Context: an optimization exercise on an open-source flow, tuned for small area. The choices shown serve that exercise and are no tape-out recipe. In this exercise RTL edits were held to simulation tests only and were not proved equivalent to the original. No activity file was given, so power comes from the tool's default toggle rates.

`design/flow/config.mk`:
```
export PLATFORM = sky130hd
export DESIGN_NAME = matrix_alu
export DESIGN_NICKNAME = matrix_alu
export VERILOG_FILES = /design/flow/design.v
export SDC_FILE = /design/flow/constraint.sdc
export NUM_CORES = 4
export LEC_CHECK = 0
export CAP_MARGIN = 0
export CORE_MARGIN = 2
export CORE_UTILIZATION = 40
export CTS_BUF_LIST = sky130_fd_sc_hd__clkbuf_4
export CTS_CLUSTER_SIZE = 40
export SLEW_MARGIN = 0
export SYNTH_HIERARCHICAL = 1
```
`design/flow/constraint.sdc`:
```
create_clock -name core_clock -period 8.0 [get_ports {clk}]
set_input_delay 1.6000 -clock core_clock [delete_from_list [all_inputs] [get_ports {clk}]]
set_output_delay 1.6000 -clock core_clock [all_outputs]
set_load 0.01 [all_outputs]
```
`design/flow/design.v`:
```
package matrix_pkg;
    localparam int ELEM_W = 4;                    
    localparam int RES_W  = 9;                    
    typedef logic signed [ELEM_W-1:0] elem_t;     
    typedef logic signed [RES_W-1:0]  res_t;      
    typedef struct packed {
        elem_t m11;                               
        elem_t m12;                               
        elem_t m21;                               
        elem_t m22;                               
    } mat_in_t;
    typedef struct packed {
        res_t m11;
        res_t m12;
        res_t m21;
        res_t m22;
    } mat_out_t;
    typedef enum logic [2:0] {
        OP_ADD       = 3'd0,                      
        OP_SUB       = 3'd1,                      
        OP_SCALE     = 3'd2,                      
        OP_MUL       = 3'd3,                      
        OP_TRANSPOSE = 3'd4,                      
        OP_ADJ       = 3'd5,                      
        OP_DET       = 3'd6                       
    } op_t;
    typedef struct packed {
        mat_out_t sum;                            
        mat_out_t diff;                           
        mat_out_t scaled;                         
    } ew_results_t;
    function automatic res_t widen(input elem_t e);
        res_t w;
        w = e;                                    
        widen = w;
    endfunction
    function automatic mat_out_t widen_mat(input mat_in_t m);
        mat_out_t w;
        w.m11 = widen(m.m11);
        w.m12 = widen(m.m12);
        w.m21 = widen(m.m21);
        w.m22 = widen(m.m22);
        widen_mat = w;
    endfunction
endpackage
`timescale 1ns/1ps
module csa_fa (
    input  logic a,
    input  logic b,
    input  logic c,
    output logic s,
    output logic co
);
    assign s  = a ^ b ^ c;
    assign co = (a & b) | (a & c) | (b & c);
endmodule
module csa_ha (
    input  logic a,
    input  logic b,
    output logic s,
    output logic co
);
    assign s  = a ^ b;
    assign co = a & b;
endmodule
`timescale 1ns/1ps
module matrix_alu (
    input  logic        clk,
    input  logic        reset,
    input  logic        start,
    input  logic [2:0]  op,
    input  logic [15:0] a,
    input  logic [15:0] b,
    input  logic [3:0]  scalar,
    output logic [35:0] result,
    output logic [8:0]  det,
    output logic        singular,
    output logic        done
);
    logic [2:0]  opr;       
    logic [15:0] ar;        
    logic [15:0] br;        
    always_ff @(posedge clk) begin
        if (reset) done <= 1'b0;
        else       done <= start;
    end
    always_ff @(posedge clk) begin
        if (reset) begin
            opr       <= 3'd7;
            ar[15:8]  <= 8'd0;
        end else if (start) begin
            opr       <= (op == 3'd7) ? 3'd6 : op;
            ar[15:8]  <= a[15:8];
        end
    end
    always_ff @(posedge clk) begin
        if (start) begin
            ar[7:0] <= a[7:0];
            br      <= (op == 3'd2) ? {scalar, 8'd0, scalar} : b;
        end
    end
    logic [3:0] a11, a12, a21, a22, b11, b12, b21, b22;
    assign {a11, a12, a21, a22} = ar;
    assign {b11, b12, b21, b22} = br;
    logic [8:0] p11, p12, p21, p22;
    logic [7:0] dv;
    logic [8:0] s11, s12, s21, s22;
    wire p11_0, p11_1;
    csa_ha u_p11_0 (.a((a11[0] & b11[0])), .b((a12[0] & b21[0])), .s(p11_0), .co(p11_1));
    wire p11_2, p11_3;
    csa_fa u_p11_2 (.a((a11[0] & b11[1])), .b((a11[1] & b11[0])), .c((a12[0] & b21[1])), .s(p11_2), .co(p11_3));
    wire p11_4, p11_5;
    csa_fa u_p11_4 (.a((a12[1] & b21[0])), .b(p11_1), .c(p11_2), .s(p11_4), .co(p11_5));
    wire p11_6, p11_7;
    csa_fa u_p11_6 (.a((a11[0] & b11[2])), .b((a11[1] & b11[1])), .c((a11[2] & b11[0])), .s(p11_6), .co(p11_7));
    wire p11_8, p11_9;
    csa_fa u_p11_8 (.a((a12[0] & b21[2])), .b((a12[1] & b21[1])), .c((a12[2] & b21[0])), .s(p11_8), .co(p11_9));
    wire p11_10, p11_11;
    csa_fa u_p11_10 (.a(p11_3), .b(p11_6), .c(p11_8), .s(p11_10), .co(p11_11));
    wire p11_12, p11_13;
    csa_ha u_p11_12 (.a(p11_5), .b(p11_10), .s(p11_12), .co(p11_13));
    wire p11_14, p11_15;
    csa_fa u_p11_14 (.a(~(a11[0] & b11[3])), .b((a11[1] & b11[2])), .c((a11[2] & b11[1])), .s(p11_14), .co(p11_15));
    wire p11_16, p11_17;
    csa_fa u_p11_16 (.a(~(a11[3] & b11[0])), .b(~(a12[0] & b21[3])), .c((a12[1] & b21[2])), .s(p11_16), .co(p11_17));
    wire p11_18, p11_19;
    csa_fa u_p11_18 (.a((a12[2] & b21[1])), .b(~(a12[3] & b21[0])), .c(p11_7), .s(p11_18), .co(p11_19));
    wire p11_20, p11_21;
    csa_fa u_p11_20 (.a(p11_9), .b(p11_14), .c(p11_16), .s(p11_20), .co(p11_21));
    wire p11_22, p11_23;
    csa_fa u_p11_22 (.a(p11_11), .b(p11_18), .c(p11_20), .s(p11_22), .co(p11_23));
    wire p11_24, p11_25;
    csa_ha u_p11_24 (.a(p11_13), .b(p11_22), .s(p11_24), .co(p11_25));
    wire p11_26, p11_27;
    csa_fa u_p11_26 (.a(~(a11[1] & b11[3])), .b((a11[2] & b11[2])), .c(~(a11[3] & b11[1])), .s(p11_26), .co(p11_27));
    wire p11_28, p11_29;
    csa_fa u_p11_28 (.a(~(a12[1] & b21[3])), .b((a12[2] & b21[2])), .c(~(a12[3] & b21[1])), .s(p11_28), .co(p11_29));
    wire p11_30, p11_31;
    csa_fa u_p11_30 (.a(p11_15), .b(p11_17), .c(p11_26), .s(p11_30), .co(p11_31));
    wire p11_32, p11_33;
    csa_fa u_p11_32 (.a(p11_28), .b(p11_19), .c(p11_21), .s(p11_32), .co(p11_33));
    wire p11_34, p11_35;
    csa_fa u_p11_34 (.a(p11_30), .b(p11_32), .c(p11_23), .s(p11_34), .co(p11_35));
    wire p11_36, p11_37;
    csa_ha u_p11_36 (.a(p11_25), .b(p11_34), .s(p11_36), .co(p11_37));
    wire p11_38 = ~(~(a11[2] & b11[3]) ^ ~(a11[3] & b11[2]));
    wire p11_39 = ~(a11[2] & b11[3]) | ~(a11[3] & b11[2]);
    wire p11_40, p11_41;
    csa_fa u_p11_40 (.a(~(a12[2] & b21[3])), .b(~(a12[3] & b21[2])), .c(p11_38), .s(p11_40), .co(p11_41));
    wire p11_42, p11_43;
    csa_fa u_p11_42 (.a(p11_27), .b(p11_29), .c(p11_40), .s(p11_42), .co(p11_43));
    wire p11_44, p11_45;
    csa_fa u_p11_44 (.a(p11_31), .b(p11_42), .c(p11_33), .s(p11_44), .co(p11_45));
    wire p11_46, p11_47;
    csa_fa u_p11_46 (.a(p11_44), .b(p11_35), .c(p11_37), .s(p11_46), .co(p11_47));
    wire p11_48, p11_49;
    csa_fa u_p11_48 (.a((a11[3] & b11[3])), .b((a12[3] & b21[3])), .c(p11_39), .s(p11_48), .co(p11_49));
    wire p11_50, p11_51;
    csa_fa u_p11_50 (.a(p11_41), .b(p11_48), .c(p11_43), .s(p11_50), .co(p11_51));
    wire p11_52, p11_53;
    csa_fa u_p11_52 (.a(p11_50), .b(p11_45), .c(p11_47), .s(p11_52), .co(p11_53));
    wire p11_54, p11_55;
    csa_fa u_p11_54 (.a(p11_49), .b(p11_51), .c(p11_53), .s(p11_54), .co(p11_55));
    wire p11_56 = ~p11_55;
    wire p12_57, p12_58;
    csa_ha u_p12_57 (.a((a11[0] & b12[0])), .b((a12[0] & b22[0])), .s(p12_57), .co(p12_58));
    wire p12_59, p12_60;
    csa_fa u_p12_59 (.a((a11[0] & b12[1])), .b((a11[1] & b12[0])), .c((a12[0] & b22[1])), .s(p12_59), .co(p12_60));
    wire p12_61, p12_62;
    csa_fa u_p12_61 (.a((a12[1] & b22[0])), .b(p12_58), .c(p12_59), .s(p12_61), .co(p12_62));
    wire p12_63, p12_64;
    csa_fa u_p12_63 (.a((a11[0] & b12[2])), .b((a11[1] & b12[1])), .c((a11[2] & b12[0])), .s(p12_63), .co(p12_64));
    wire p12_65, p12_66;
    csa_fa u_p12_65 (.a((a12[0] & b22[2])), .b((a12[1] & b22[1])), .c((a12[2] & b22[0])), .s(p12_65), .co(p12_66));
    wire p12_67, p12_68;
    csa_fa u_p12_67 (.a(p12_60), .b(p12_63), .c(p12_65), .s(p12_67), .co(p12_68));
    wire p12_69, p12_70;
    csa_ha u_p12_69 (.a(p12_62), .b(p12_67), .s(p12_69), .co(p12_70));
    wire p12_71, p12_72;
    csa_fa u_p12_71 (.a(~(a11[0] & b12[3])), .b((a11[1] & b12[2])), .c((a11[2] & b12[1])), .s(p12_71), .co(p12_72));
    wire p12_73, p12_74;
    csa_fa u_p12_73 (.a(~(a11[3] & b12[0])), .b(~(a12[0] & b22[3])), .c((a12[1] & b22[2])), .s(p12_73), .co(p12_74));
    wire p12_75, p12_76;
    csa_fa u_p12_75 (.a((a12[2] & b22[1])), .b(~(a12[3] & b22[0])), .c(p12_64), .s(p12_75), .co(p12_76));
    wire p12_77, p12_78;
    csa_fa u_p12_77 (.a(p12_66), .b(p12_71), .c(p12_73), .s(p12_77), .co(p12_78));
    wire p12_79, p12_80;
    csa_fa u_p12_79 (.a(p12_68), .b(p12_75), .c(p12_77), .s(p12_79), .co(p12_80));
    wire p12_81, p12_82;
    csa_ha u_p12_81 (.a(p12_70), .b(p12_79), .s(p12_81), .co(p12_82));
    wire p12_83, p12_84;
    csa_fa u_p12_83 (.a(~(a11[1] & b12[3])), .b((a11[2] & b12[2])), .c(~(a11[3] & b12[1])), .s(p12_83), .co(p12_84));
    wire p12_85, p12_86;
    csa_fa u_p12_85 (.a(~(a12[1] & b22[3])), .b((a12[2] & b22[2])), .c(~(a12[3] & b22[1])), .s(p12_85), .co(p12_86));
    wire p12_87, p12_88;
    csa_fa u_p12_87 (.a(p12_72), .b(p12_74), .c(p12_83), .s(p12_87), .co(p12_88));
    wire p12_89, p12_90;
    csa_fa u_p12_89 (.a(p12_85), .b(p12_76), .c(p12_78), .s(p12_89), .co(p12_90));
    wire p12_91, p12_92;
    csa_fa u_p12_91 (.a(p12_87), .b(p12_89), .c(p12_80), .s(p12_91), .co(p12_92));
    wire p12_93, p12_94;
    csa_ha u_p12_93 (.a(p12_82), .b(p12_91), .s(p12_93), .co(p12_94));
    wire p12_95 = ~(~(a11[2] & b12[3]) ^ ~(a11[3] & b12[2]));
    wire p12_96 = ~(a11[2] & b12[3]) | ~(a11[3] & b12[2]);
    wire p12_97, p12_98;
    csa_fa u_p12_97 (.a(~(a12[2] & b22[3])), .b(~(a12[3] & b22[2])), .c(p12_95), .s(p12_97), .co(p12_98));
    wire p12_99, p12_100;
    csa_fa u_p12_99 (.a(p12_84), .b(p12_86), .c(p12_97), .s(p12_99), .co(p12_100));
    wire p12_101, p12_102;
    csa_fa u_p12_101 (.a(p12_88), .b(p12_99), .c(p12_90), .s(p12_101), .co(p12_102));
    wire p12_103, p12_104;
    csa_fa u_p12_103 (.a(p12_101), .b(p12_92), .c(p12_94), .s(p12_103), .co(p12_104));
    wire p12_105, p12_106;
    csa_fa u_p12_105 (.a((a11[3] & b12[3])), .b((a12[3] & b22[3])), .c(p12_96), .s(p12_105), .co(p12_106));
    wire p12_107, p12_108;
    csa_fa u_p12_107 (.a(p12_98), .b(p12_105), .c(p12_100), .s(p12_107), .co(p12_108));
    wire p12_109, p12_110;
    csa_fa u_p12_109 (.a(p12_107), .b(p12_102), .c(p12_104), .s(p12_109), .co(p12_110));
    wire p12_111, p12_112;
    csa_fa u_p12_111 (.a(p12_106), .b(p12_108), .c(p12_110), .s(p12_111), .co(p12_112));
    wire p12_113 = ~p12_112;
    wire p21_114, p21_115;
    csa_ha u_p21_114 (.a((a21[0] & b11[0])), .b((a22[0] & b21[0])), .s(p21_114), .co(p21_115));
    wire p21_116, p21_117;
    csa_fa u_p21_116 (.a((a21[0] & b11[1])), .b((a21[1] & b11[0])), .c((a22[0] & b21[1])), .s(p21_116), .co(p21_117));
    wire p21_118, p21_119;
    csa_fa u_p21_118 (.a((a22[1] & b21[0])), .b(p21_115), .c(p21_116), .s(p21_118), .co(p21_119));
    wire p21_120, p21_121;
    csa_fa u_p21_120 (.a((a21[0] & b11[2])), .b((a21[1] & b11[1])), .c((a21[2] & b11[0])), .s(p21_120), .co(p21_121));
    wire p21_122, p21_123;
    csa_fa u_p21_122 (.a((a22[0] & b21[2])), .b((a22[1] & b21[1])), .c((a22[2] & b21[0])), .s(p21_122), .co(p21_123));
    wire p21_124, p21_125;
    csa_fa u_p21_124 (.a(p21_117), .b(p21_120), .c(p21_122), .s(p21_124), .co(p21_125));
    wire p21_126, p21_127;
    csa_ha u_p21_126 (.a(p21_119), .b(p21_124), .s(p21_126), .co(p21_127));
    wire p21_128, p21_129;
    csa_fa u_p21_128 (.a(~(a21[0] & b11[3])), .b((a21[1] & b11[2])), .c((a21[2] & b11[1])), .s(p21_128), .co(p21_129));
    wire p21_130, p21_131;
    csa_fa u_p21_130 (.a(~(a21[3] & b11[0])), .b(~(a22[0] & b21[3])), .c((a22[1] & b21[2])), .s(p21_130), .co(p21_131));
    wire p21_132, p21_133;
    csa_fa u_p21_132 (.a((a22[2] & b21[1])), .b(~(a22[3] & b21[0])), .c(p21_121), .s(p21_132), .co(p21_133));
    wire p21_134, p21_135;
    csa_fa u_p21_134 (.a(p21_123), .b(p21_128), .c(p21_130), .s(p21_134), .co(p21_135));
    wire p21_136, p21_137;
    csa_fa u_p21_136 (.a(p21_125), .b(p21_132), .c(p21_134), .s(p21_136), .co(p21_137));
    wire p21_138, p21_139;
    csa_ha u_p21_138 (.a(p21_127), .b(p21_136), .s(p21_138), .co(p21_139));
    wire p21_140, p21_141;
    csa_fa u_p21_140 (.a(~(a21[1] & b11[3])), .b((a21[2] & b11[2])), .c(~(a21[3] & b11[1])), .s(p21_140), .co(p21_141));
    wire p21_142, p21_143;
    csa_fa u_p21_142 (.a(~(a22[1] & b21[3])), .b((a22[2] & b21[2])), .c(~(a22[3] & b21[1])), .s(p21_142), .co(p21_143));
    wire p21_144, p21_145;
    csa_fa u_p21_144 (.a(p21_129), .b(p21_131), .c(p21_140), .s(p21_144), .co(p21_145));
    wire p21_146, p21_147;
    csa_fa u_p21_146 (.a(p21_142), .b(p21_133), .c(p21_135), .s(p21_146), .co(p21_147));
    wire p21_148, p21_149;
    csa_fa u_p21_148 (.a(p21_144), .b(p21_146), .c(p21_137), .s(p21_148), .co(p21_149));
    wire p21_150, p21_151;
    csa_ha u_p21_150 (.a(p21_139), .b(p21_148), .s(p21_150), .co(p21_151));
    wire p21_152 = ~(~(a21[2] & b11[3]) ^ ~(a21[3] & b11[2]));
    wire p21_153 = ~(a21[2] & b11[3]) | ~(a21[3] & b11[2]);
    wire p21_154, p21_155;
    csa_fa u_p21_154 (.a(~(a22[2] & b21[3])), .b(~(a22[3] & b21[2])), .c(p21_152), .s(p21_154), .co(p21_155));
    wire p21_156, p21_157;
    csa_fa u_p21_156 (.a(p21_141), .b(p21_143), .c(p21_154), .s(p21_156), .co(p21_157));
    wire p21_158, p21_159;
    csa_fa u_p21_158 (.a(p21_145), .b(p21_156), .c(p21_147), .s(p21_158), .co(p21_159));
    wire p21_160, p21_161;
    csa_fa u_p21_160 (.a(p21_158), .b(p21_149), .c(p21_151), .s(p21_160), .co(p21_161));
    wire p21_162, p21_163;
    csa_fa u_p21_162 (.a((a21[3] & b11[3])), .b((a22[3] & b21[3])), .c(p21_153), .s(p21_162), .co(p21_163));
    wire p21_164, p21_165;
    csa_fa u_p21_164 (.a(p21_155), .b(p21_162), .c(p21_157), .s(p21_164), .co(p21_165));
    wire p21_166, p21_167;
    csa_fa u_p21_166 (.a(p21_164), .b(p21_159), .c(p21_161), .s(p21_166), .co(p21_167));
    wire p21_168, p21_169;
    csa_fa u_p21_168 (.a(p21_163), .b(p21_165), .c(p21_167), .s(p21_168), .co(p21_169));
    wire p21_170 = ~p21_169;
    wire p22_171, p22_172;
    csa_ha u_p22_171 (.a((a21[0] & b12[0])), .b((a22[0] & b22[0])), .s(p22_171), .co(p22_172));
    wire p22_173, p22_174;
    csa_fa u_p22_173 (.a((a21[0] & b12[1])), .b((a21[1] & b12[0])), .c((a22[0] & b22[1])), .s(p22_173), .co(p22_174));
    wire p22_175, p22_176;
    csa_fa u_p22_175 (.a((a22[1] & b22[0])), .b(p22_172), .c(p22_173), .s(p22_175), .co(p22_176));
    wire p22_177, p22_178;
    csa_fa u_p22_177 (.a((a21[0] & b12[2])), .b((a21[1] & b12[1])), .c((a21[2] & b12[0])), .s(p22_177), .co(p22_178));
    wire p22_179, p22_180;
    csa_fa u_p22_179 (.a((a22[0] & b22[2])), .b((a22[1] & b22[1])), .c((a22[2] & b22[0])), .s(p22_179), .co(p22_180));
    wire p22_181, p22_182;
    csa_fa u_p22_181 (.a(p22_174), .b(p22_177), .c(p22_179), .s(p22_181), .co(p22_182));
    wire p22_183, p22_184;
    csa_ha u_p22_183 (.a(p22_176), .b(p22_181), .s(p22_183), .co(p22_184));
    wire p22_185, p22_186;
    csa_fa u_p22_185 (.a(~(a21[0] & b12[3])), .b((a21[1] & b12[2])), .c((a21[2] & b12[1])), .s(p22_185), .co(p22_186));
    wire p22_187, p22_188;
    csa_fa u_p22_187 (.a(~(a21[3] & b12[0])), .b(~(a22[0] & b22[3])), .c((a22[1] & b22[2])), .s(p22_187), .co(p22_188));
    wire p22_189, p22_190;
    csa_fa u_p22_189 (.a((a22[2] & b22[1])), .b(~(a22[3] & b22[0])), .c(p22_178), .s(p22_189), .co(p22_190));
    wire p22_191, p22_192;
    csa_fa u_p22_191 (.a(p22_180), .b(p22_185), .c(p22_187), .s(p22_191), .co(p22_192));
    wire p22_193, p22_194;
    csa_fa u_p22_193 (.a(p22_182), .b(p22_189), .c(p22_191), .s(p22_193), .co(p22_194));
    wire p22_195, p22_196;
    csa_ha u_p22_195 (.a(p22_184), .b(p22_193), .s(p22_195), .co(p22_196));
    wire p22_197, p22_198;
    csa_fa u_p22_197 (.a(~(a21[1] & b12[3])), .b((a21[2] & b12[2])), .c(~(a21[3] & b12[1])), .s(p22_197), .co(p22_198));
    wire p22_199, p22_200;
    csa_fa u_p22_199 (.a(~(a22[1] & b22[3])), .b((a22[2] & b22[2])), .c(~(a22[3] & b22[1])), .s(p22_199), .co(p22_200));
    wire p22_201, p22_202;
    csa_fa u_p22_201 (.a(p22_186), .b(p22_188), .c(p22_197), .s(p22_201), .co(p22_202));
    wire p22_203, p22_204;
    csa_fa u_p22_203 (.a(p22_199), .b(p22_190), .c(p22_192), .s(p22_203), .co(p22_204));
    wire p22_205, p22_206;
    csa_fa u_p22_205 (.a(p22_201), .b(p22_203), .c(p22_194), .s(p22_205), .co(p22_206));
    wire p22_207, p22_208;
    csa_ha u_p22_207 (.a(p22_196), .b(p22_205), .s(p22_207), .co(p22_208));
    wire p22_209 = ~(~(a21[2] & b12[3]) ^ ~(a21[3] & b12[2]));
    wire p22_210 = ~(a21[2] & b12[3]) | ~(a21[3] & b12[2]);
    wire p22_211, p22_212;
    csa_fa u_p22_211 (.a(~(a22[2] & b22[3])), .b(~(a22[3] & b22[2])), .c(p22_209), .s(p22_211), .co(p22_212));
    wire p22_213, p22_214;
    csa_fa u_p22_213 (.a(p22_198), .b(p22_200), .c(p22_211), .s(p22_213), .co(p22_214));
    wire p22_215, p22_216;
    csa_fa u_p22_215 (.a(p22_202), .b(p22_213), .c(p22_204), .s(p22_215), .co(p22_216));
    wire p22_217, p22_218;
    csa_fa u_p22_217 (.a(p22_215), .b(p22_206), .c(p22_208), .s(p22_217), .co(p22_218));
    wire p22_219, p22_220;
    csa_fa u_p22_219 (.a((a21[3] & b12[3])), .b((a22[3] & b22[3])), .c(p22_210), .s(p22_219), .co(p22_220));
    wire p22_221, p22_222;
    csa_fa u_p22_221 (.a(p22_212), .b(p22_219), .c(p22_214), .s(p22_221), .co(p22_222));
    wire p22_223, p22_224;
    csa_fa u_p22_223 (.a(p22_221), .b(p22_216), .c(p22_218), .s(p22_223), .co(p22_224));
    wire p22_225, p22_226;
    csa_fa u_p22_225 (.a(p22_220), .b(p22_222), .c(p22_224), .s(p22_225), .co(p22_226));
    wire p22_227 = ~p22_226;
    wire d_228 = ~((a11[0] & a22[0]) ^ ~(a12[0] & a21[0]));
    wire d_229 = (a11[0] & a22[0]) | ~(a12[0] & a21[0]);
    wire d_230 = ~((a11[0] & a22[1]) ^ (a11[1] & a22[0]));
    wire d_231 = (a11[0] & a22[1]) | (a11[1] & a22[0]);
    wire d_232, d_233;
    csa_fa u_d_232 (.a(~(a12[0] & a21[1])), .b(~(a12[1] & a21[0])), .c(d_229), .s(d_232), .co(d_233));
    wire d_234, d_235;
    csa_ha u_d_234 (.a(d_230), .b(d_232), .s(d_234), .co(d_235));
    wire d_236 = ~((a11[0] & a22[2]) ^ (a11[1] & a22[1]));
    wire d_237 = (a11[0] & a22[2]) | (a11[1] & a22[1]);
    wire d_238, d_239;
    csa_fa u_d_238 (.a((a11[2] & a22[0])), .b(~(a12[0] & a21[2])), .c(~(a12[1] & a21[1])), .s(d_238), .co(d_239));
    wire d_240, d_241;
    csa_fa u_d_240 (.a(~(a12[2] & a21[0])), .b(d_231), .c(d_236), .s(d_240), .co(d_241));
    wire d_242, d_243;
    csa_fa u_d_242 (.a(d_238), .b(d_233), .c(d_240), .s(d_242), .co(d_243));
    wire d_244, d_245;
    csa_ha u_d_244 (.a(d_235), .b(d_242), .s(d_244), .co(d_245));
    wire d_246 = ~(~(a11[0] & a22[3]) ^ (a11[1] & a22[2]));
    wire d_247 = ~(a11[0] & a22[3]) | (a11[1] & a22[2]);
    wire d_248, d_249;
    csa_fa u_d_248 (.a((a11[2] & a22[1])), .b(~(a11[3] & a22[0])), .c((a12[0] & a21[3])), .s(d_248), .co(d_249));
    wire d_250, d_251;
    csa_fa u_d_250 (.a(~(a12[1] & a21[2])), .b(~(a12[2] & a21[1])), .c((a12[3] & a21[0])), .s(d_250), .co(d_251));
    wire d_252, d_253;
    csa_fa u_d_252 (.a(d_237), .b(d_246), .c(d_239), .s(d_252), .co(d_253));
    wire d_254, d_255;
    csa_fa u_d_254 (.a(d_248), .b(d_250), .c(d_241), .s(d_254), .co(d_255));
    wire d_256, d_257;
    csa_fa u_d_256 (.a(d_252), .b(d_254), .c(d_243), .s(d_256), .co(d_257));
    wire d_258, d_259;
    csa_ha u_d_258 (.a(d_245), .b(d_256), .s(d_258), .co(d_259));
    wire d_260 = ~(~(a11[1] & a22[3]) ^ (a11[2] & a22[2]));
    wire d_261 = ~(a11[1] & a22[3]) | (a11[2] & a22[2]);
    wire d_262, d_263;
    csa_fa u_d_262 (.a(~(a11[3] & a22[1])), .b((a12[1] & a21[3])), .c(~(a12[2] & a21[2])), .s(d_262), .co(d_263));
    wire d_264, d_265;
    csa_fa u_d_264 (.a((a12[3] & a21[1])), .b(d_247), .c(d_260), .s(d_264), .co(d_265));
    wire d_266, d_267;
    csa_fa u_d_266 (.a(d_249), .b(d_251), .c(d_262), .s(d_266), .co(d_267));
    wire d_268, d_269;
    csa_fa u_d_268 (.a(d_264), .b(d_253), .c(d_266), .s(d_268), .co(d_269));
    wire d_270, d_271;
    csa_fa u_d_270 (.a(d_255), .b(d_268), .c(d_257), .s(d_270), .co(d_271));
    wire d_272, d_273;
    csa_ha u_d_272 (.a(d_259), .b(d_270), .s(d_272), .co(d_273));
    wire d_274, d_275;
    csa_fa u_d_274 (.a(~(a11[2] & a22[3])), .b(~(a11[3] & a22[2])), .c((a12[2] & a21[3])), .s(d_274), .co(d_275));
    wire d_276, d_277;
    csa_fa u_d_276 (.a((a12[3] & a21[2])), .b(d_261), .c(d_263), .s(d_276), .co(d_277));
    wire d_278, d_279;
    csa_fa u_d_278 (.a(d_274), .b(d_265), .c(d_267), .s(d_278), .co(d_279));
    wire d_280, d_281;
    csa_fa u_d_280 (.a(d_276), .b(d_278), .c(d_269), .s(d_280), .co(d_281));
    wire d_282, d_283;
    csa_fa u_d_282 (.a(d_280), .b(d_271), .c(d_273), .s(d_282), .co(d_283));
    wire d_284, d_285;
    csa_fa u_d_284 (.a((a11[3] & a22[3])), .b(~(a12[3] & a21[3])), .c(d_275), .s(d_284), .co(d_285));
    wire d_286, d_287;
    csa_fa u_d_286 (.a(d_277), .b(d_284), .c(d_279), .s(d_286), .co(d_287));
    wire d_288, d_289;
    csa_fa u_d_288 (.a(d_286), .b(d_281), .c(d_283), .s(d_288), .co(d_289));
    wire d_290 = d_285 ^ d_287;
    wire d_291 = d_290 ^ d_289;
    wire s11_292 = b11[0] ^ opr[0];
    wire s11_293 = b11[1] ^ opr[0];
    wire s11_294 = b11[2] ^ opr[0];
    wire s11_295 = b11[3] ^ opr[0];
    wire s11_296, s11_297;
    csa_fa u_s11_296 (.a(a11[0]), .b(s11_292), .c(opr[0]), .s(s11_296), .co(s11_297));
    wire s11_298, s11_299;
    csa_fa u_s11_298 (.a(a11[1]), .b(s11_293), .c(s11_297), .s(s11_298), .co(s11_299));
    wire s11_300, s11_301;
    csa_fa u_s11_300 (.a(a11[2]), .b(s11_294), .c(s11_299), .s(s11_300), .co(s11_301));
    wire s11_302, s11_303;
    csa_fa u_s11_302 (.a(a11[3]), .b(s11_295), .c(s11_301), .s(s11_302), .co(s11_303));
    wire s11_304 = a11[3] ^ s11_295 ^ s11_303;
    wire s12_305 = b12[0] ^ opr[0];
    wire s12_306 = b12[1] ^ opr[0];
    wire s12_307 = b12[2] ^ opr[0];
    wire s12_308 = b12[3] ^ opr[0];
    wire s12_309, s12_310;
    csa_fa u_s12_309 (.a(a12[0]), .b(s12_305), .c(opr[0]), .s(s12_309), .co(s12_310));
    wire s12_311, s12_312;
    csa_fa u_s12_311 (.a(a12[1]), .b(s12_306), .c(s12_310), .s(s12_311), .co(s12_312));
    wire s12_313, s12_314;
    csa_fa u_s12_313 (.a(a12[2]), .b(s12_307), .c(s12_312), .s(s12_313), .co(s12_314));
    wire s12_315, s12_316;
    csa_fa u_s12_315 (.a(a12[3]), .b(s12_308), .c(s12_314), .s(s12_315), .co(s12_316));
    wire s12_317 = a12[3] ^ s12_308 ^ s12_316;
    wire s21_318 = b21[0] ^ opr[0];
    wire s21_319 = b21[1] ^ opr[0];
    wire s21_320 = b21[2] ^ opr[0];
    wire s21_321 = b21[3] ^ opr[0];
    wire s21_322, s21_323;
    csa_fa u_s21_322 (.a(a21[0]), .b(s21_318), .c(opr[0]), .s(s21_322), .co(s21_323));
    wire s21_324, s21_325;
    csa_fa u_s21_324 (.a(a21[1]), .b(s21_319), .c(s21_323), .s(s21_324), .co(s21_325));
    wire s21_326, s21_327;
    csa_fa u_s21_326 (.a(a21[2]), .b(s21_320), .c(s21_325), .s(s21_326), .co(s21_327));
    wire s21_328, s21_329;
    csa_fa u_s21_328 (.a(a21[3]), .b(s21_321), .c(s21_327), .s(s21_328), .co(s21_329));
    wire s21_330 = a21[3] ^ s21_321 ^ s21_329;
    wire s22_331 = b22[0] ^ opr[0];
    wire s22_332 = b22[1] ^ opr[0];
    wire s22_333 = b22[2] ^ opr[0];
    wire s22_334 = b22[3] ^ opr[0];
    wire s22_335, s22_336;
    csa_fa u_s22_335 (.a(a22[0]), .b(s22_331), .c(opr[0]), .s(s22_335), .co(s22_336));
    wire s22_337, s22_338;
    csa_fa u_s22_337 (.a(a22[1]), .b(s22_332), .c(s22_336), .s(s22_337), .co(s22_338));
    wire s22_339, s22_340;
    csa_fa u_s22_339 (.a(a22[2]), .b(s22_333), .c(s22_338), .s(s22_339), .co(s22_340));
    wire s22_341, s22_342;
    csa_fa u_s22_341 (.a(a22[3]), .b(s22_334), .c(s22_340), .s(s22_341), .co(s22_342));
    wire s22_343 = a22[3] ^ s22_334 ^ s22_342;
    assign p11 = {p11_56, p11_54, p11_52, p11_46, p11_36, p11_24, p11_12, p11_4, p11_0};
    assign p12 = {p12_113, p12_111, p12_109, p12_103, p12_93, p12_81, p12_69, p12_61, p12_57};
    assign p21 = {p21_170, p21_168, p21_166, p21_160, p21_150, p21_138, p21_126, p21_118, p21_114};
    assign p22 = {p22_227, p22_225, p22_223, p22_217, p22_207, p22_195, p22_183, p22_175, p22_171};
    assign dv = {d_291, d_288, d_282, d_272, d_258, d_244, d_234, d_228};
    assign s11 = {s11_304, s11_304, s11_304, s11_304, s11_304, s11_302, s11_300, s11_298, s11_296};
    assign s12 = {s12_317, s12_317, s12_317, s12_317, s12_317, s12_315, s12_313, s12_311, s12_309};
    assign s21 = {s21_330, s21_330, s21_330, s21_330, s21_330, s21_328, s21_326, s21_324, s21_322};
    assign s22 = {s22_343, s22_343, s22_343, s22_343, s22_343, s22_341, s22_339, s22_337, s22_335};
    logic zero_det;
    assign zero_det = (dv == 8'd0);
    function automatic logic [8:0] sx(input logic [3:0] e);
        sx = {{5{e[3]}}, e};
    endfunction
    logic [8:0] r11, r12, r21, r22;
    always_comb begin
        r11 = '0; r12 = '0; r21 = '0; r22 = '0;
        case (opr)
            3'd0, 3'd1: begin r11 = s11; r12 = s12; r21 = s21; r22 = s22; end
            3'd2, 3'd3: begin r11 = p11; r12 = p12; r21 = p21; r22 = p22; end
            3'd4: begin r11 = sx(a11); r12 = sx(a21); r21 = sx(a12); r22 = sx(a22); end
            3'd5: if (!zero_det) begin
                r11 = sx(a22); r12 = -sx(a12); r21 = -sx(a21); r22 = sx(a11);
            end
            default: ;
        endcase
    end
    assign result   = {r11, r12, r21, r22};
    assign det      = {dv[7], dv};
    assign singular = zero_det & (opr != 3'd7);
endmodule
```
`design/flow/run.sh`:
```
#!/bin/bash
# synth_recipe.tcl (not shown) runs the flow's synth.tcl, then flattens the netlist and writes it again
# the make line also repeats each setting of config.mk as NAME=value (left out here)
make -C /OpenROAD-flow-scripts/flow DESIGN_CONFIG=/design/flow/config.mk WORK_HOME=/design/flow/orfs CLKGATE_MAP_FILE= SYNTH_SCRIPT=/design/flow/synth_recipe.tcl finish
```
==> flow_metrics.tcl, run 1 <==
set metrics [dict create \
    grt_max_degree 42 \
    syn2layout_area_growth_pct 16.4 \
    synth-async-reset-ratio_pct 0 \
    p_leak_uw 0.00321 \
    placed_area_um2 7750 \
    maxSlewViolCount 0 \
    htreeDepth 2 \
    worstSetupStartpointType "register" \
    cts.path.max_buffers 2 \
    synth.top_cell.area_share_pct 38.7 \
    antenna_found_initial 0 \
    grt_pass1_wl_um 30700 \
    critPathTopFamily "adder cells" \
    cts.clk_slew.worst_paths_ps 110 \
    dp_slack_ps 567 \
    p_sw_share_pct 43.5 \
    fin_ws_ps 401 \
    diodes 0 \
    io_buffers 88 \
    path_cells "inv_1 > nor2_1 > fa_1 > fa_1 > fa_1 > fa_1 > ha_1 > fa_1 > fa_1 > nor4b_4 > a31oi_4 > and2_0 > a311o_2 > clkdlybuf4s50_1" \
    netlist_area_um2 6720 \
    fillCellCount 1525 \
    seq_area_um2 962 \
    die_area_um2 17900 \
    first_iter_violations 386 \
    dieWidth_um 134 \
    pwr_density_cell_nw_per_um2 195 \
    nets 917 \
    root_buffer "clkbuf_4" \
    synth_seq_cells 36 \
    rsz0062_at_grt "no" \
    synth_area_leaders "fa_1 (39%), edfxtp_1 (11%), and2_1 (9.7%), ha_1 (6.5%), nand2_1 (5.3%)" \
    slew_headroom_pct 39.8 \
    fin_area_um2 7830 \
    min-delay-path-class "register to register" \
    vias_per_cell 5.42 \
    synth_common_cells "fa_1 (130), and2_1 (104), nand2_1 (95)" \
    core_um2 16500 \
    track_usage_pct 22.5 \
    hold_viol 0 \
    cp_num_buf_inv 2 \
    syn_nets 859 \
    yosysMostFrequentCell "fa_1" \
    drt-pass1-iter-count 5 \
    ioPinCount 89 \
    p_sw_uw 664 \
    crit_slowest_cell "dfxtp_1" \
    fin_crit_ps 7600 \
    multi_input_area_um2 5360 \
    intPower_uw 864 \
    ir_drop_uv 236 \
    slowest_delay_ps 540 \
    vias 5050 \
    critPathMostFrequentCell "fa_1" \
    netlist_instances 652 \
    p_comb_share_pct 77.1 \
    rows 47 \
    grt-ovfl-total 0 \
    synthDistinctLibCells 46 \
    worst_clock_skew_ps 0 \
    cts.sinks 36 \
    status "finished clean" \
    grt_pass1_vias 5407 \
    cts_tree "built" \
    ys_seq_area_share_pct 14.3 \
    criticalPathCategory "register to output pin" \
    synth-edff-count 24 \
    clk_latency_ps 340 \
    cp.required_ps 6400 \
    avgRoutedWirePerCell_um 20.5 \
    final.setup.tns_ps 0 \
    die_h_um 134 \
    clockPowerShare_pct 6.4 \
    tightestPinTransition_ps 902 \
    avgSynthCellArea_um2 10.3 \
    setup-violations-final 0 \
    wl_um 19100 \
    arrival_ps 6000 \
    drive_above_1_share_pct 6.47 \
    cp-end-kind "output pin" \
    cts_made_buffers 5 \
    p_seq_share_pct 16.5 \
    max_freq_mhz 132 \
    start_util_pct 40.7 \
    gp_congestion 0.865 \
    dp_hpwl_um 14900 \
    min_period_over_period_pct 95.0 \
    synthFlopType "edfxtp_1" \
    cts_resized 0 \
    cap_violations 0 \
    yosysWarnings 7 \
    crit_path_max_fanout 11 \
    drtAntennaViolNets 0 \
    drc 0 \
    synth_top_area_cell "fa_1" \
]
==> tightest hold or removal path, cell delays in order (launching register included) <==
cell and delay [ps]:
dfxtp_1 500, nor2b_1 200, a211o_1 110
==> per-stage QoR <==
step                cells  power (uW)  utilization, %  hold slack [ps]
finish                931        1530            47.4              824
global route          931        1680            47.4              842
CTS                   928        1550            47.2              808
detailed placement    920        1440            46.9              779
global placement      920        1420            46.9              761
floorplan             652        1050               -              556
==> layer usage <==
metal / up-vias / GRT usage, % / part of all wire (%)
met5: - / 0 / 0
met4: 0 / 2.54 / 0.52
met3: 8 / 2.63 / 5.5
met2: 189 / 39.0 / 50
met1: 2626 / 31.4 / 44
li1: 2227 / - / -
==> power by group through the flow <==
stage                     registers [uW]  logic, uW  clock network (uW)
after floorplan                      230        820                   0
after global placement               258       1160                   0
after detailed placement             257       1180                   0
after CTS                            253       1190                 101
after global routing                 254       1320                 108
final                                252       1180                97.6
==> cell families (layout without fill, tap and decap cells) <==
| family | after synthesis | in the layout | synth area share [%] |
|---|---|---|---|
| compound gates | 54 | 54 | 7.06 |
| xor+xnor | 27 | 27 | 4.26 |
| fa+ha+maj | 165 | 165 | 45.2 |
| buf+inv | 92 | 151 | 6.00 |
| flops | 36 | 36 | 14.3 |
| mux | 24 | 24 | 3.57 |
| simple gates | 254 | 254 | 19.6 |
==> path summary, 6_finish.rpt <==
path / start / cells after the start / slack [ps] / end
worst max-delay path: ar[9]$_SDFFE_PP0P_ / 14 / 400 / result[32]
worst min-delay path: opr[2]$_SDFFE_PP1P_ / 2 / 820 / opr[2]$_SDFFE_PP1P_
worst max register to register: opr[1]$_SDFFE_PP1P_ / 3 / 6810 / opr[1]$_SDFFE_PP1P_
worst min register to register: opr[2]$_SDFFE_PP1P_ / 2 / 820 / opr[2]$_SDFFE_PP1P_
==> final cells by class <==
cell class / instances / share of cell area [%]
multi-input cells: 524 / 68.5
clock buffers: 7 / 0.672
well taps: 220 / 3.52
repair buffers: 112 / 13.5
inverters: 31 / 1.49
flip-flops and latches: 36 / 12.3
clock inverters: 1 / 0.0480
==> layout by cell type (no fill, tap or decap), types with 3 or more instances in the layout <==
cell type	netlist	final
buf_4	10	24
o21ai_0	8	8
dfxtp_1	12	11
clkbuf_4	0	7
fa_1	130	130
clkdlybuf4s50_1	0	87
o221ai_1	6	6
ha_1	35	35
edfxtp_1	24	24
inv_1	31	31
o211ai_1	7	7
nor2b_1	7	7
nand3_1	13	13
nand3b_1	3	3
a311o_2	5	5
mux2i_1	24	24
a31oi_1	4	4
and2_1	104	104
a311o_1	11	11
xor2_1	18	18
nor2_1	22	21
xnor2_1	5	5
nand2_1	95	95
==> sequential cells by signal, summed over array words and instances (netlist names) <==
name,count
ar,16
br,16
done,1
opr,3
==> per-module statistics from Yosys, one instance, submodules excluded <==
module | cell area (um2) | flops+latches | cells
matrix_alu | 3870 | 36 | 502
csa_fa | 20.0 | 0 | 1
csa_ha | 12.5 | 0 | 1
==> timing repair <==
| item | CTS | global route |
|---|---|---|
| hold endpoints to repair | 0 | 0 |
| hold buffers | 0 | 0 |
| setup buffers | 0 | 3 |
| endpoints found under the setup margin | 0 | 5 |
==> run 2: changes to the inputs <==
--- a/design/flow/config.mk
+++ b/design/flow/config.mk
@@ -8,7 +8,7 @@
 export CAP_MARGIN = 0
 export CORE_MARGIN = 2
 export CORE_UTILIZATION = 40
-export CTS_BUF_LIST = sky130_fd_sc_hd__clkbuf_4
-export CTS_CLUSTER_SIZE = 40
+export CTS_BUF_LIST = sky130_fd_sc_hd__clkbuf_8
+export GPL_TIMING_DRIVEN = 0
 export SLEW_MARGIN = 0
 export SYNTH_HIERARCHICAL = 1
==> run 2 against run 1 <==
  * Clock power up 31%
  * Power up 9.4%
  * Cell area up 2.9%
  * Still clean
  * Die area unchanged
  * Critical path depth up 3
  * Global-route usage up 0.65 points
  * Area after synthesis unchanged
  * Register-to-register slack worse by 320 ps
  * Non-clock buffer count up 45
  * Core utilization up 1.4 points
  * Largest power group unchanged
==> flow_metrics.tcl, run 2 <==
set metrics [dict create \
    status "finished clean" \
    htreeDepth 2 \
    p_leak_uw 0.00333 \
    cp-end-kind "output pin" \
    fillCellCount 1523 \
    synthSimpleGateAreaFrac_pct 19.6 \
    io_buffers 88 \
    worstHoldStart "ar[12]$_SDFFE_PP0P_" \
    fin_crit_ps 7790 \
    max_freq_mhz 128 \
    yosysMostFrequentCell "fa_1" \
    final_common_cell "fa_1" \
    cts_tree "built" \
    start_util_pct 40.7 \
    drc 0 \
    synthDistinctLibCells 46 \
    synthFlopType "edfxtp_1" \
    syn2layout_area_growth_pct 19.8 \
    clockPowerShare_pct 7.7 \
    synth-async-reset-ratio_pct 0 \
    final_cell_mix "fa_1 (130), and2_1 (104), nand2_1 (95)" \
    wl_um 19900 \
    avgSynthCellArea_um2 10.3 \
    syn_nets 859 \
    slowest_delay_ps 510 \
    reg2reg_depth 4 \
    nets 962 \
    clk_latency_ps 280 \
    synth_top_area_cell "fa_1" \
    critPathMostFrequentCell "fa_1" \
    min_period_over_period_pct 97.4 \
    drt-pass1-iter-count 5 \
    p_sw_share_pct 42.7 \
    first_iter_violations 370 \
    crit_slowest_cell "fa_1" \
    arrival_ps 6190 \
    ioPinCount 89 \
    final.setup.tns_ps 0 \
    cp.required_ps 6400 \
    die_h_um 134 \
    fin_util_pct 48.7 \
    hold_slack_ps 613 \
    r2r-end "opr[1]$_SDFFE_PP1P_" \
    antenna_found_initial 0 \
    worstSetupStartpointType "register" \
    yosysWarnings 7 \
    cp_num_buf_inv 4 \
    critPathTopFamily "adder cells" \
    synth_seq_cells 36 \
    synth-xor-area-share_pct 4.26 \
    p_seq_share_pct 14.0 \
    synth.top_cell.area_share_pct 38.7 \
    synth_common_cells "fa_1 (130), and2_1 (104), nand2_1 (95)" \
    cts_made_buffers 5 \
    synthAdderAreaFrac_pct 45.2 \
    min_to "ar[12]$_SDFFE_PP0P_" \
    pwr_density_cell_nw_per_um2 208 \
    whs_path_depth 2 \
    die_area_um2 17900 \
    rsz0062_at_grt "no" \
    synth_area_leaders "fa_1 (39%), edfxtp_1 (11%), and2_1 (9.7%), ha_1 (6.5%), nand2_1 (5.3%)" \
    drtAntennaViolNets 0 \
    vias 5304 \
    min-delay-path-class "register to register" \
    diodes 0 \
    holdBufCountCts 0 \
    vias_per_cell 5.43 \
    criticalPathCategory "register to output pin" \
    tightestPinTransition_ps 796 \
    avgRoutedWirePerCell_um 20.4 \
    synth-edff-count 24 \
    r2r_slack_ps 6490 \
    ys_seq_area_share_pct 14.3 \
    gp_congestion 0.938 \
    drive_above_1_share_pct 9.26 \
    core_um2 16500 \
    top_regs "ar x16, br x16, opr x3" \
    synth-compound-area-share_pct 7.06 \
    power.total_uw 1670 \
    maxSlewViolCount 0 \
    grt_pass1_vias 5685 \
    timing.rr.start "opr[1]$_SDFFE_PP1P_" \
    cts.sinks 36 \
    slew_headroom_pct 46.7 \
    dieWidth_um 134 \
    root_buffer "clkbuf_8" \
    crit_path_max_fanout 10 \
    setup-violations-final 0 \
    hold_viol 0 \
    netlist_area_um2 6720 \
    cts.path.max_buffers 2 \
    path_cells "clkbuf_2 > nand2_1 > ha_1 > inv_1 > fa_1 > fa_1 > fa_1 > fa_1 > ha_1 > fa_1 > fa_1 > nor4b_4 > a31oi_4 > and2_0 > clkbuf_1 > a311o_2 > clkdlybuf4s50_1" \
    p_comb_share_pct 78.3 \
    grt_max_degree 31 \
    cap_violations 0 \
    rows 47 \
    netlist_instances 652 \
    grt-ovfl-total 0 \
    ir_drop_uv 196 \
    grt_pass1_wl_um 31700 \
    dp_hpwl_um 16300 \
    p_sw_uw 714 \
    worst_clock_skew_ps 0 \
    track_usage_pct 23.1 \
    synth_mux_area_share_pct 3.57 \
    cts.clk_slew.worst_paths_ps 70 \
    synth_top_family_by_area "adder cells" \
    intPower_uw 957 \
]
run 2: cell counts after synthesis:
Identical to the previous run, type by type.
run 2: through the flow:
step,instance area (um2),setup slack (ps),cells
final,8050,209,976
after global routing,8050,1.32,976
after CTS,7980,23.5,967
after detailed placement,7880,-2.78,960
after global placement,7880,85.5,960
after floorplan,6720,1360,652
run 2: Yosys stat by module, one instance, submodules excluded:
module / copies in the design / flip-flops and latches / area, um2 / cells inside
matrix_alu: 1 / 36 / 3870 / 502
csa_ha: 20 / 0 / 12.5 / 1
csa_fa: 130 / 0 / 20.0 / 1
run 2: logic make-up (layout without fill, tap and decap cells):
| kind of cell | Yosys count | count (layout) |
|---|---|---|
| AND/OR/NAND/NOR | 254 | 254 |
| adder cells (fa/ha/maj) | 165 | 165 |
| buffers and inverters | 92 | 196 |
| AO/OA/AOI/OAI | 54 | 54 |
| flip-flops | 36 | 36 |
| XOR/XNOR | 27 | 27 |
| multiplexers | 24 | 24 |
run 2: how the worst max path moves through the flow:
stage / from / endpoint / slack (ps) / cells past startpoint
floorplan: ar[15]$_SDFFE_PP0P_ / result[31] / 1360 / 15
global placement: ar[15]$_SDFFE_PP0P_ / result[20] / 90 / 15
detailed placement: ar[15]$_SDFFE_PP0P_ / result[20] / -3 / 15
CTS: ar[1]$_DFFE_PP_ / result[34] / 20 / 17
global route: ar[12]$_SDFFE_PP0P_ / result[32] / 1 / 17
finish: ar[12]$_SDFFE_PP0P_ / result[34] / 210 / 17
run 2: area by class of cell:
class,count,area (um2),area share [%]
Buffer,60,302,3.75
Tap cell,220,275,3.42
Inverter,31,116,1.45
Timing Repair Buffer,97,943,11.7
Clock buffer,5,68.8,0.855
Multi-Input combinational cell,524,5360,66.6
Sequential cell,36,967,12.0
Clock inverter,3,18.8,0.233
run 2: tightest hold or removal path, cell delays in order, from the launching register on:
cell and delay (ps):
dfxtp_2 390, mux2i_1 140, nor2_1 50
run 2: what timing repair did:
action / in CTS / in global routing
setup buffers: 0 / 9
resized for setup: 11 / 17
endpoints found under the setup margin: 31 / 16
hold endpoints to repair: 0 / 0
run 2: metal layers:
| metal | global-route usage, % | wire, um | vias up |
|---|---|---|---|
| li1 | - | - | 2318 |
| met3 | 3.39 | 1400 | 41 |
| met4 | 6.38 | 535 | 0 |
| met5 | 0 | 0 | - |
| met1 | 32.1 | 8590 | 2685 |
| met2 | 38.0 | 9390 | 260 |
run 2: power by group through the flow:
stage	Combinational (uW)	Clock [uW]	Sequential (uW)
2_1_floorplan	820	0	230
3_3_place_gp	1270	0	241
3_5_place_dp	1310	0	241
4_1_cts	1320	132	237
5_1_grt	1450	139	235
6_report	1310	128	234
==> run 3: changes to the inputs <==
==> design/flow/config.mk (replaced) <==
export PLATFORM = sky130hd
export DESIGN_NAME = matrix_alu
export DESIGN_NICKNAME = matrix_alu
export VERILOG_FILES = /design/flow/design.v
export SDC_FILE = /design/flow/constraint.sdc
export NUM_CORES = 4
export LEC_CHECK = 0
export CAP_MARGIN = 20
export CORE_MARGIN = 2
export CORE_UTILIZATION = 40
export SLEW_MARGIN = 20
export SYNTH_HIERARCHICAL = 1
==> run 3 against run 2 <==
  * Via count is 5.7% lower
  * Count of clock-buffer cells in the layout is 3 higher
  * Worst hold slack better by 190 ps
  * Power is 2.9% lower
  * Cell count is 4.9% lower
  * Area after synthesis stayed put
  * Sequential cell count stayed put
==> flow_metrics.tcl, run 3 <==
set metrics [dict create \
    status "finished clean" \
    first_iter_violations 438 \
    nets 914 \
    die_h_um 134 \
    clockPowerShare_pct 11.8 \
    drc 0 \
    rsz0062_at_grt "no" \
    ys_seq_area_share_pct 14.3 \
    p_sw_share_pct 41.6 \
    r2r-end "opr[1]$_SDFFE_PP1P_" \
    crit_path_max_fanout 15 \
    syn_nets 859 \
    yosysMostFrequentCell "fa_1" \
    cts_tree "built" \
    cap_violations 0 \
    core_um2 16500 \
    netlist_area_um2 6720 \
    avgRoutedWirePerCell_um 20.6 \
    p_sw_uw 675 \
    cts.clk_slew.worst_paths_ps 50 \
    netlist_instances 652 \
    synth_area_leaders "fa_1 (39%), edfxtp_1 (11%), and2_1 (9.7%), ha_1 (6.5%), nand2_1 (5.3%)" \
    cp-end-kind "output pin" \
    post_cts_buffers 0 \
    cts_made_buffers 5 \
    timing.rr.start "opr[1]$_SDFFE_PP1P_" \
    worstSetupStartpointType "register" \
    gp_congestion 0.865 \
    path_cells "nand2_1 > ha_1 > inv_1 > fa_1 > fa_1 > fa_1 > fa_1 > ha_1 > fa_1 > fa_1 > nor4b_4 > a31oi_4 > and2_0 > a311o_2 > clkdlybuf4s50_1" \
    p_seq_share_pct 15.7 \
    grt-ovfl-total 0 \
    io_buffers 88 \
    cts_resized 0 \
    slowest_delay_ps 740 \
    power.total_uw 1620 \
    p_leak_uw 0.00323 \
    final_cell_mix "fa_1 (130), and2_1 (104), nand2_1 (95)" \
    cts.path.max_buffers 2 \
    min_to "opr[2]$_SDFFE_PP1P_" \
    fin_crit_ps 7720 \
    synth_seq_cells 36 \
    yosysWarnings 7 \
    die_area_um2 17900 \
    syn2layout_area_growth_pct 17.4 \
    slew_headroom_pct 41.0 \
    max_freq_mhz 130 \
    drt-pass1-iter-count 5 \
    whs_path_depth 2 \
    r2r_slack_ps 6810 \
    diodes 0 \
    hold_viol 0 \
    grt_pass1_wl_um 30800 \
    critPathMostFrequentCell "fa_1" \
    synth.top_cell.area_share_pct 38.7 \
    holdBufCountCts 0 \
    worstHoldStart "opr[2]$_SDFFE_PP1P_" \
    tightestPinTransition_ps 884 \
    clk_latency_ps 270 \
    synth-edff-count 24 \
    synth_common_cells "fa_1 (130), and2_1 (104), nand2_1 (95)" \
    root_buffer "clkbuf_16" \
    p_comb_share_pct 72.5 \
    ir_drop_uv 236 \
    grt_max_degree 42 \
    pwr_density_cell_nw_per_um2 206 \
    critPathTopFamily "adder cells" \
    final.setup.tns_ps 0 \
    criticalPathCategory "register to output pin" \
    avgSynthCellArea_um2 10.3 \
    synth-async-reset-ratio_pct 0 \
    vias_per_cell 5.39 \
    dp_hpwl_um 14900 \
    min-delay-path-class "register to register" \
    drive_above_1_share_pct 5.93 \
    crit_slowest_cell "edfxtp_1" \
    track_usage_pct 22.6 \
    hold_slack_ps 808 \
    wl_um 19100 \
    setup-violations-final 0 \
    arrival_ps 6120 \
    intPower_uw 947 \
    final_common_cell "fa_1" \
    reg2reg_depth 3 \
    worst_clock_skew_ps 0 \
    grt_pass1_vias 5404 \
    synthFlopType "edfxtp_1" \
    drtAntennaViolNets 0 \
    antenna_found_initial 0 \
    maxSlewViolCount 0 \
    synth_top_area_cell "fa_1" \
    synthDistinctLibCells 46 \
    cp_num_buf_inv 2 \
    rows 47 \
    min_period_over_period_pct 96.5 \
    vias 5000 \
    ioPinCount 89 \
    top_regs "ar x16, br x16, opr x3" \
    cts.sinks 36 \
    dieWidth_um 134 \
    cp.required_ps 6400 \
    htreeDepth 2 \
    start_util_pct 40.7 \
]
[run 3: cell count changes in the layout (fill, tap and decap cells not counted), sizes merged]
cell,delta
clkbuf,-26
buf,-19
clkinv,-3
[run 3: power groups by stage]
stage               Combinational, uW  Clock [uW]  Sequential (uW)
floorplan                         820           0              230
global placement                 1160           0              258
detailed placement               1180           0              257
CTS                              1190         194              254
global route                     1320         202              257
finish                           1180         191              254
[run 3: Yosys stat by module, one instance, submodules excluded]
module      area [um2]  cells  flops+latches  times used
csa_ha            12.5      1              0          20
csa_fa            20.0      1              0         130
matrix_alu        3870    502             36           1
[run 3: cell type report]
cell class / count / area (um2)
fill: 1523 / 8630
multi-input combinational: 524 / 5360
timing repair buffer: 109 / 1030
sequential: 36 / 962
tap: 220 / 275
clock buffer: 8 / 146
inverter: 31 / 116
[run 3: how the worst max path moves through the flow]
stage                   startpoint          to  slack (ps)  depth (start not counted)
2_1_floorplan  ar[15]$_SDFFE_PP0P_  result[31]        1360                         15
3_3_place_gp       ar[1]$_DFFE_PP_  result[35]         650                         15
3_5_place_dp       ar[1]$_DFFE_PP_  result[34]         570                         15
4_1_cts            ar[1]$_DFFE_PP_  result[34]         260                         15
5_1_grt            ar[1]$_DFFE_PP_  result[31]          30                         15
6_report           ar[1]$_DFFE_PP_  result[32]         280                         15
[run 3: worst reg2reg max path: stages, from the launching register on]
cell and delay (ps):
dfxtp_2 300, buf_4 310, nor2b_1 220, a211o_1 240
[run 3: per-layer routing]
metal / routed length (um) / track usage [%]
met4: 112 / 2.72
met2: 9540 / 39.0
met1: 8420 / 31.5
met5: 0 / 0
met3: 1050 / 2.74
[run 3: cells by family after synthesis]
family / count (synthesis) / share of synthesized area, %
compound gates: 54 / 7.06
xor+xnor: 27 / 4.26
fa+ha+maj: 165 / 45.2
buf+inv: 92 / 6.00
flops: 36 / 14.3
mux: 24 / 3.57
simple gates: 254 / 19.6
[run 3: through the flow]
step                utilization, %  instances  instance area (um2)  setup slack, ps
floorplan                        -        652                 6720             1360
global placement              46.9        920                 7750              649
detailed placement            46.9        920                 7750              567
CTS                           47.8        928                 7890              260
global route                  47.8        928                 7890             32.9
finish                        47.8        928                 7890              278

## afterwards: timing with drivers on the ports
No port has a modelled driver above. Below, the same layouts with a new extraction and two added sets of constraints. Step 1 (the two cells are an assumption about what drives the block):
set clk [get_ports {clk}]
set_driving_cell -lib_cell sky130_fd_sc_hd__clkbuf_16 $clk
set_driving_cell -lib_cell sky130_fd_sc_hd__buf_2 [delete_from_list [all_inputs] $clk]
Step 2 adds t to the input delays and takes it off the output delays; t is the mean of the earliest and latest rising clock arrival at the registers after step 1. Input paths then give back, and output paths get back, about the clock's delay inside the block. a / b / c = ideal ports / drivers / drivers and shift; a / b = the first two.
| run | t, ns | slack for setup (ns) | worst data-port slew with drivers (ns) | cell pins on the clock port's net |
|---|---|---|---|---|
| run 1 | 0.358 | 0.401 / 0.373 / 0.731 | 0.04 | 1 |
| run 2 | 0.306 | 0.209 / 0.185 / 0.491 | 0.04 | 1 |
| run 3 | 0.310 | 0.278 / 0.241 / 0.551 | 0.04 | 1 |
After both steps every run listed still meets setup and hold.
